This is an optimization exercise on Yosys and OpenROAD, whose aim is small area, a short achievable clock period and few clock cycles per item, not a production implementation. Function was checked by simulation only, so behaviour that the tests miss may differ from the original. Power and IR drop assume default switching activity.

==> flow/design.v <==
package sil_pkg;
	localparam int CAPACITY_DEF = 16;
	localparam int VALUE_W      = 32;
	localparam int POS_W        = 4;
endpackage
module sil_ctrl (
	input  logic        clk,
	input  logic        arst_n,
	input  logic        start,
	input  logic        lt_pk,      
	input  logic        lt_k,       
	output logic        pk_en,      
	output logic        xfer,       
	output logic        sel_k,      
	output logic        dload,      
	output logic [16:1] msel,       
	output logic        busy,
	output logic        strobe,
	output logic [3:0]  position,
	output logic        last,
	output logic        rejected
);
	logic [4:0]  n_q;        
	logic [3:0]  ph_q;       
	logic [3:0]  rem_q;      
	logic        z_q;        
	logic        act_q;      
	logic        grow_q;     
	logic        placed_q;   
	logic        sg_q;       
	logic        sp_q;       
	logic        sx_q;       
	logic        sltp_q;     
	logic        sltk_q;     
	logic        pv_q;       
	logic        npv_q;      
	logic        xfer_q;     
	logic        dload_q;    
	logic [16:1] msel_q;     
	logic        strobe_q;
	logic [3:0]  pos_q;
	logic        last_q;
	logic        rej_q;
	logic z;
	logic take;
	logic ptake;
	logic nstart;
	logic inc;
	logic n0, n1, n15, n16;
	assign z      = z_q;
	assign n0     = (n_q == 5'd0);
	assign n1     = (n_q == 5'd1);
	assign n15    = (n_q == 5'd15);
	assign n16    = n_q[4];
	assign take   = start && npv_q;
	assign ptake  = take;
	assign nstart = xfer_q;
	assign inc    = act_q && grow_q && z;
	logic [4:0] n_d;
	logic [3:0] rem_d;
	logic       z_d;
	logic       act_d;
	logic       grow_d;
	logic       placed_d;
	logic       pv_d;
	logic       dload_d;
	logic       inc2;
	assign n_d = n_q + {4'd0, inc};
	always_comb begin
		if (!z) begin
			rem_d = rem_q - 4'd1;
			z_d   = (rem_q == 4'd1);
		end else if (nstart) begin
			rem_d = (n16 || (n15 && inc)) ? 4'd15 : 4'(n_d);
			z_d   = dload_q;
		end else begin
			rem_d = (n0 || inc) ? n_q[3:0] : n_q[3:0] - 4'd1;
			z_d   = n0 || (n1 && !inc);
		end
	end
	assign act_d    = nstart || (act_q && !z);
	assign grow_d   = nstart ? !(n16 || (n15 && inc)) : grow_q;
	assign placed_d = !z && (placed_q || sel_k);
	assign pv_d     = (!npv_q && !xfer_q) || ptake;
	assign dload_d  = n0 && !inc && !act_d;
	assign inc2     = (act_q && grow_q && !z && (rem_q == 4'd2)) ||
	                  (xfer_q && ((n1 && !inc) || (n0 && inc)));
	always_ff @(posedge clk or negedge arst_n) begin
		if (!arst_n) begin
			n_q      <= '0;
			z_q      <= 1'b1;
			act_q    <= 1'b0;
			pv_q     <= 1'b0;
			npv_q    <= 1'b1;
			xfer_q   <= 1'b0;
			dload_q  <= 1'b1;
			strobe_q <= 1'b0;
		end else begin
			n_q      <= n_d;
			z_q      <= z_d;
			act_q    <= act_d;
			pv_q     <= pv_d;
			npv_q    <= !pv_d;
			xfer_q   <= z_d && pv_d;
			dload_q  <= dload_d;
			strobe_q <= act_q;
		end
	end
	always_ff @(posedge clk) begin
		rem_q    <= rem_d;
		sg_q     <= act_d && grow_d;
		sp_q     <= z_d || placed_d;
		sx_q     <= xfer_q;
		sltp_q   <= lt_pk;
		sltk_q   <= lt_k;
		if (dload_d)   msel_q <= 16'd1;
		else if (inc2) msel_q <= {msel_q[15:1], 1'b0};
	end
	always_ff @(posedge clk) begin
		ph_q     <= z ? 4'd0 : ph_q + 4'd1;
		grow_q   <= grow_d;
		placed_q <= placed_d;
		pos_q    <= ph_q;
		last_q   <= z;
		rej_q    <= !grow_q;
	end
	assign pk_en    = npv_q;
	assign xfer     = xfer_q;
	assign sel_k    = sg_q && (sp_q || (sx_q ? sltp_q : sltk_q));
	assign dload    = dload_q;
	assign msel     = msel_q;
	assign busy     = pv_q;
	assign strobe   = strobe_q;
	assign position = pos_q;
	assign last     = last_q;
	assign rejected = rej_q;
endmodule
module sil_datapath #(
	parameter int CAPACITY = sil_pkg::CAPACITY_DEF
) (
	input  logic                               clk,
	input  logic                               pk_en,
	input  logic                               xfer,
	input  logic                               sel_k,
	input  logic                               dload,
	input  logic [16:1]                        msel,
	input  logic signed [sil_pkg::VALUE_W-1:0] value,
	output logic                               lt_pk,
	output logic                               lt_k,
	output logic signed [sil_pkg::VALUE_W-1:0] element
);
	localparam int W = sil_pkg::VALUE_W;
	function automatic logic less(input logic [W-1:0] a, input logic [W-1:0] b);
		logic [W-1:0] l, g;
		for (int i = 0; i < W; i++) begin
			if (i == W - 1) begin
				l[i] = a[i] & ~b[i];
				g[i] = ~a[i] & b[i];
			end else begin
				l[i] = ~a[i] & b[i];
				g[i] = a[i] & ~b[i];
			end
		end
		for (int s = 1; s < W; s = s * 2) begin
			for (int i = 0; i + s < W; i = i + 2 * s) begin
				l[i] = l[i+s] | (~g[i+s] & l[i]);
				g[i] = g[i+s] | (~l[i+s] & g[i]);
			end
		end
		less = l[0];
	endfunction
	logic signed [W-1:0] cells_q [CAPACITY];
	logic signed [W-1:0] k_q;      
	logic signed [W-1:0] pk_q;     
	logic signed [W-1:0] head_q;   
	logic signed [W-1:0] hn_q;     
	logic signed [W-1:0] out;
	logic signed [W-1:0] hn_d;
	assign out = sel_k ? k_q : head_q;
	always_comb begin
		hn_d = '0;
		if (msel[1] && dload) begin
			hn_d = pk_q;
		end else begin
			if (msel[1] || msel[2]) hn_d = out;
			for (int p = 2; p < CAPACITY; p++) begin
				if (msel[18-p]) hn_d = hn_d | cells_q[p];
			end
		end
	end
	assign lt_pk = less(pk_q, hn_q);
	assign lt_k  = less(k_q, hn_q);
	always_ff @(posedge clk) begin
		for (int i = 0; i < CAPACITY - 1; i++) cells_q[i] <= cells_q[i+1];
		cells_q[CAPACITY-1] <= out;
		if (xfer)       k_q <= pk_q;
		else if (sel_k) k_q <= head_q;
		if (pk_en) pk_q <= value;
		head_q <= hn_q;
		hn_q   <= hn_d;
	end
	assign element = cells_q[CAPACITY-1];
endmodule
module sorted_insert_list #(
	parameter int CAPACITY = sil_pkg::CAPACITY_DEF
) (
	input  logic                              clk,
	input  logic                              arst_n,
	input  logic                              start,
	input  logic signed [sil_pkg::VALUE_W-1:0] value,
	output logic                              busy,
	output logic                              strobe,
	output logic signed [sil_pkg::VALUE_W-1:0] element,
	output logic [sil_pkg::POS_W-1:0]         position,
	output logic                              last,
	output logic                              rejected
);
	logic       lt_pk;
	logic       lt_k;
	logic       pk_en;
	logic       xfer;
	logic       sel_k;
	logic       dload;
	logic [16:1] msel;
	sil_ctrl u_ctrl (
		.clk      (clk),
		.arst_n   (arst_n),
		.start    (start),
		.lt_pk    (lt_pk),
		.lt_k     (lt_k),
		.pk_en    (pk_en),
		.xfer     (xfer),
		.sel_k    (sel_k),
		.dload    (dload),
		.msel     (msel),
		.busy     (busy),
		.strobe   (strobe),
		.position (position),
		.last     (last),
		.rejected (rejected)
	);
	sil_datapath #(
		.CAPACITY (CAPACITY)
	) u_datapath (
		.clk     (clk),
		.pk_en   (pk_en),
		.xfer    (xfer),
		.sel_k   (sel_k),
		.dload   (dload),
		.msel    (msel),
		.value   (value),
		.lt_pk   (lt_pk),
		.lt_k    (lt_k),
		.element (element)
	);
endmodule
export LEC_CHECK = 0
export CAP_MARGIN = 20
export CORE_MARGIN = 2
export CORE_UTILIZATION = 60
export CTS_CLUSTER_DIAMETER = 100
export CTS_CLUSTER_SIZE = 25
export SETUP_SLACK_MARGIN = 3.3
export SLEW_MARGIN = 20
create_clock -name core_clock -period 5.5 [get_ports {clk}]
run.sh (not shown) runs the stock make flow with config.mk's settings and CLKGATE_MAP_FILE= SYNTH_SCRIPT=/design/flow/synth_recipe.tcl, a recipe that flattens the netlist after the stock synthesis.
The baseline ran to the end with no violations.
Testbench counts at the start, summed over its fixed seeds: cycles 24,991, items 2,755.
Rerun with:
--- a/flow/design.v
+++ b/flow/design.v
@@ -5,12 +5,11 @@
 endpackage
 module sil_ctrl (
 	input  logic        clk,
 	input  logic        arst_n,
 	input  logic        start,
-	input  logic        lt_pk,      
-	input  logic        lt_k,       
+	input  logic        lt_d,       
 	output logic        pk_en,      
 	output logic        xfer,       
 	output logic        sel_k,      
 	output logic        dload,      
 	output logic [16:1] msel,       
@@ -25,15 +24,11 @@
 	logic [3:0]  rem_q;      
 	logic        z_q;        
 	logic        act_q;      
 	logic        grow_q;     
 	logic        placed_q;   
-	logic        sg_q;       
-	logic        sp_q;       
-	logic        sx_q;       
-	logic        sltp_q;     
-	logic        sltk_q;     
+	logic        selk_q;     
 	logic        pv_q;       
 	logic        npv_q;      
 	logic        xfer_q;     
 	logic        dload_q;    
 	logic [16:1] msel_q;     
@@ -41,22 +36,24 @@
 	logic [3:0]  pos_q;
 	logic        last_q;
 	logic        rej_q;
 	logic z;
 	logic take;
+	logic dtake;
 	logic ptake;
 	logic nstart;
 	logic inc;
 	logic n0, n1, n15, n16;
 	assign z      = z_q;
 	assign n0     = (n_q == 5'd0);
 	assign n1     = (n_q == 5'd1);
 	assign n15    = (n_q == 5'd15);
 	assign n16    = n_q[4];
 	assign take   = start && npv_q;
-	assign ptake  = take;
-	assign nstart = xfer_q;
+	assign dtake  = take && dload_q;
+	assign ptake  = take && !dload_q;
+	assign nstart = xfer_q || dtake;
 	assign inc    = act_q && grow_q && z;
 	logic [4:0] n_d;
 	logic [3:0] rem_d;
 	logic       z_d;
 	logic       act_d;
@@ -78,11 +75,11 @@
 			z_d   = n0 || (n1 && !inc);
 		end
 	end
 	assign act_d    = nstart || (act_q && !z);
 	assign grow_d   = nstart ? !(n16 || (n15 && inc)) : grow_q;
-	assign placed_d = !z && (placed_q || sel_k);
+	assign placed_d = !z && (placed_q || selk_q);
 	assign pv_d     = (!npv_q && !xfer_q) || ptake;
 	assign dload_d  = n0 && !inc && !act_d;
 	assign inc2     = (act_q && grow_q && !z && (rem_q == 4'd2)) ||
 	                  (xfer_q && ((n1 && !inc) || (n0 && inc)));
 	always_ff @(posedge clk or negedge arst_n) begin
@@ -106,15 +103,11 @@
 			strobe_q <= act_q;
 		end
 	end
 	always_ff @(posedge clk) begin
 		rem_q    <= rem_d;
-		sg_q     <= act_d && grow_d;
-		sp_q     <= z_d || placed_d;
-		sx_q     <= xfer_q;
-		sltp_q   <= lt_pk;
-		sltk_q   <= lt_k;
+		selk_q   <= act_d && grow_d && (z_d || placed_d || lt_d);
 		if (dload_d)   msel_q <= 16'd1;
 		else if (inc2) msel_q <= {msel_q[15:1], 1'b0};
 	end
 	always_ff @(posedge clk) begin
 		ph_q     <= z ? 4'd0 : ph_q + 4'd1;
@@ -124,11 +117,11 @@
 		last_q   <= z;
 		rej_q    <= !grow_q;
 	end
 	assign pk_en    = npv_q;
 	assign xfer     = xfer_q;
-	assign sel_k    = sg_q && (sp_q || (sx_q ? sltp_q : sltk_q));
+	assign sel_k    = selk_q;
 	assign dload    = dload_q;
 	assign msel     = msel_q;
 	assign busy     = pv_q;
 	assign strobe   = strobe_q;
 	assign position = pos_q;
@@ -143,12 +136,11 @@
 	input  logic                               xfer,
 	input  logic                               sel_k,
 	input  logic                               dload,
 	input  logic [16:1]                        msel,
 	input  logic signed [sil_pkg::VALUE_W-1:0] value,
-	output logic                               lt_pk,
-	output logic                               lt_k,
+	output logic                               lt_d,
 	output logic signed [sil_pkg::VALUE_W-1:0] element
 );
 	localparam int W = sil_pkg::VALUE_W;
 	function automatic logic less(input logic [W-1:0] a, input logic [W-1:0] b);
 		logic [W-1:0] l, g;
@@ -178,24 +170,27 @@
 	logic signed [W-1:0] hn_d;
 	assign out = sel_k ? k_q : head_q;
 	always_comb begin
 		hn_d = '0;
 		if (msel[1] && dload) begin
-			hn_d = pk_q;
+			hn_d = value;
 		end else begin
 			if (msel[1] || msel[2]) hn_d = out;
 			for (int p = 2; p < CAPACITY; p++) begin
 				if (msel[18-p]) hn_d = hn_d | cells_q[p];
 			end
 		end
 	end
+	logic lt_pk, lt_k;
 	assign lt_pk = less(pk_q, hn_q);
 	assign lt_k  = less(k_q, hn_q);
+	assign lt_d  = xfer ? lt_pk : lt_k;
 	always_ff @(posedge clk) begin
 		for (int i = 0; i < CAPACITY - 1; i++) cells_q[i] <= cells_q[i+1];
 		cells_q[CAPACITY-1] <= out;
-		if (xfer)       k_q <= pk_q;
+		if (dload)      k_q <= value;
+		else if (xfer)  k_q <= pk_q;
 		else if (sel_k) k_q <= head_q;
 		if (pk_en) pk_q <= value;
 		head_q <= hn_q;
 		hn_q   <= hn_d;
 	end
@@ -213,23 +208,21 @@
 	output logic signed [sil_pkg::VALUE_W-1:0] element,
 	output logic [sil_pkg::POS_W-1:0]         position,
 	output logic                              last,
 	output logic                              rejected
 );
-	logic       lt_pk;
-	logic       lt_k;
+	logic       lt_d;
 	logic       pk_en;
 	logic       xfer;
 	logic       sel_k;
 	logic       dload;
 	logic [16:1] msel;
 	sil_ctrl u_ctrl (
 		.clk      (clk),
 		.arst_n   (arst_n),
 		.start    (start),
-		.lt_pk    (lt_pk),
-		.lt_k     (lt_k),
+		.lt_d     (lt_d),
 		.pk_en    (pk_en),
 		.xfer     (xfer),
 		.sel_k    (sel_k),
 		.dload    (dload),
 		.msel     (msel),
@@ -247,10 +240,9 @@
 		.xfer    (xfer),
 		.sel_k   (sel_k),
 		.dload   (dload),
 		.msel    (msel),
 		.value   (value),
-		.lt_pk   (lt_pk),
-		.lt_k    (lt_k),
+		.lt_d    (lt_d),
 		.element (element)
 	);
 endmodule
The changed run completed with no timing, DRC or antenna violations.
Routed wire length grows by 7.7%.
Area after synthesis went up by 2.6%.
Total power rose by 3.1%.
Cell count rose by 6.0%.
First-iteration DRC count rises by 7.3%.
Hold slack degrades by 0.015 ns.
Core utilization is higher by 0.22 points.
Cell area rose by 3.2%.
Via count increases by 7.4%.
Die area grows by 2.5%.
Setup slack got worse by 0.0099 ns.
Clock-buffer cell count goes down by 7.
Testbench counts after the change, summed over its fixed seeds: cycles 24,799, items 2,755.

-- port drivers added, routing unchanged --
The flow's constraints put no driver on any port. The routed layouts listed below were extracted and timed again, unchanged, in two steps.
Step 1, drivers: a clkbuf_16 drives clk and a buf_2 each remaining input, both assumed.
Step 2 moves the port delays by t, midway between the first and last clock arrival at a register: inputs arrive t later, outputs are due t later. That takes back most of the time a late clock gives input paths.
a / b / c = no drivers / after step 1 / after step 2; a / b = the first two.
| run | shift t [ns] | setup WS [ns] | worst setup path at the end | slew at the worst register clock pin (ns) | worst slew at a driven data input, ns |
|---|---|---|---|---|---|
| the first run | 0.627 | 3.305 / 3.253 / 3.358 | register to register | 0.10 / 0.10 | 0.06 |
| the second run | 0.639 | 3.295 / 3.241 / 2.786 | input to register | 0.11 / 0.11 | 0.05 |
After both steps setup and hold are still met in every run listed. The setup slack of the second run, which loses most, moves by -0.054 ns with the drivers and by -0.509 ns with both steps.
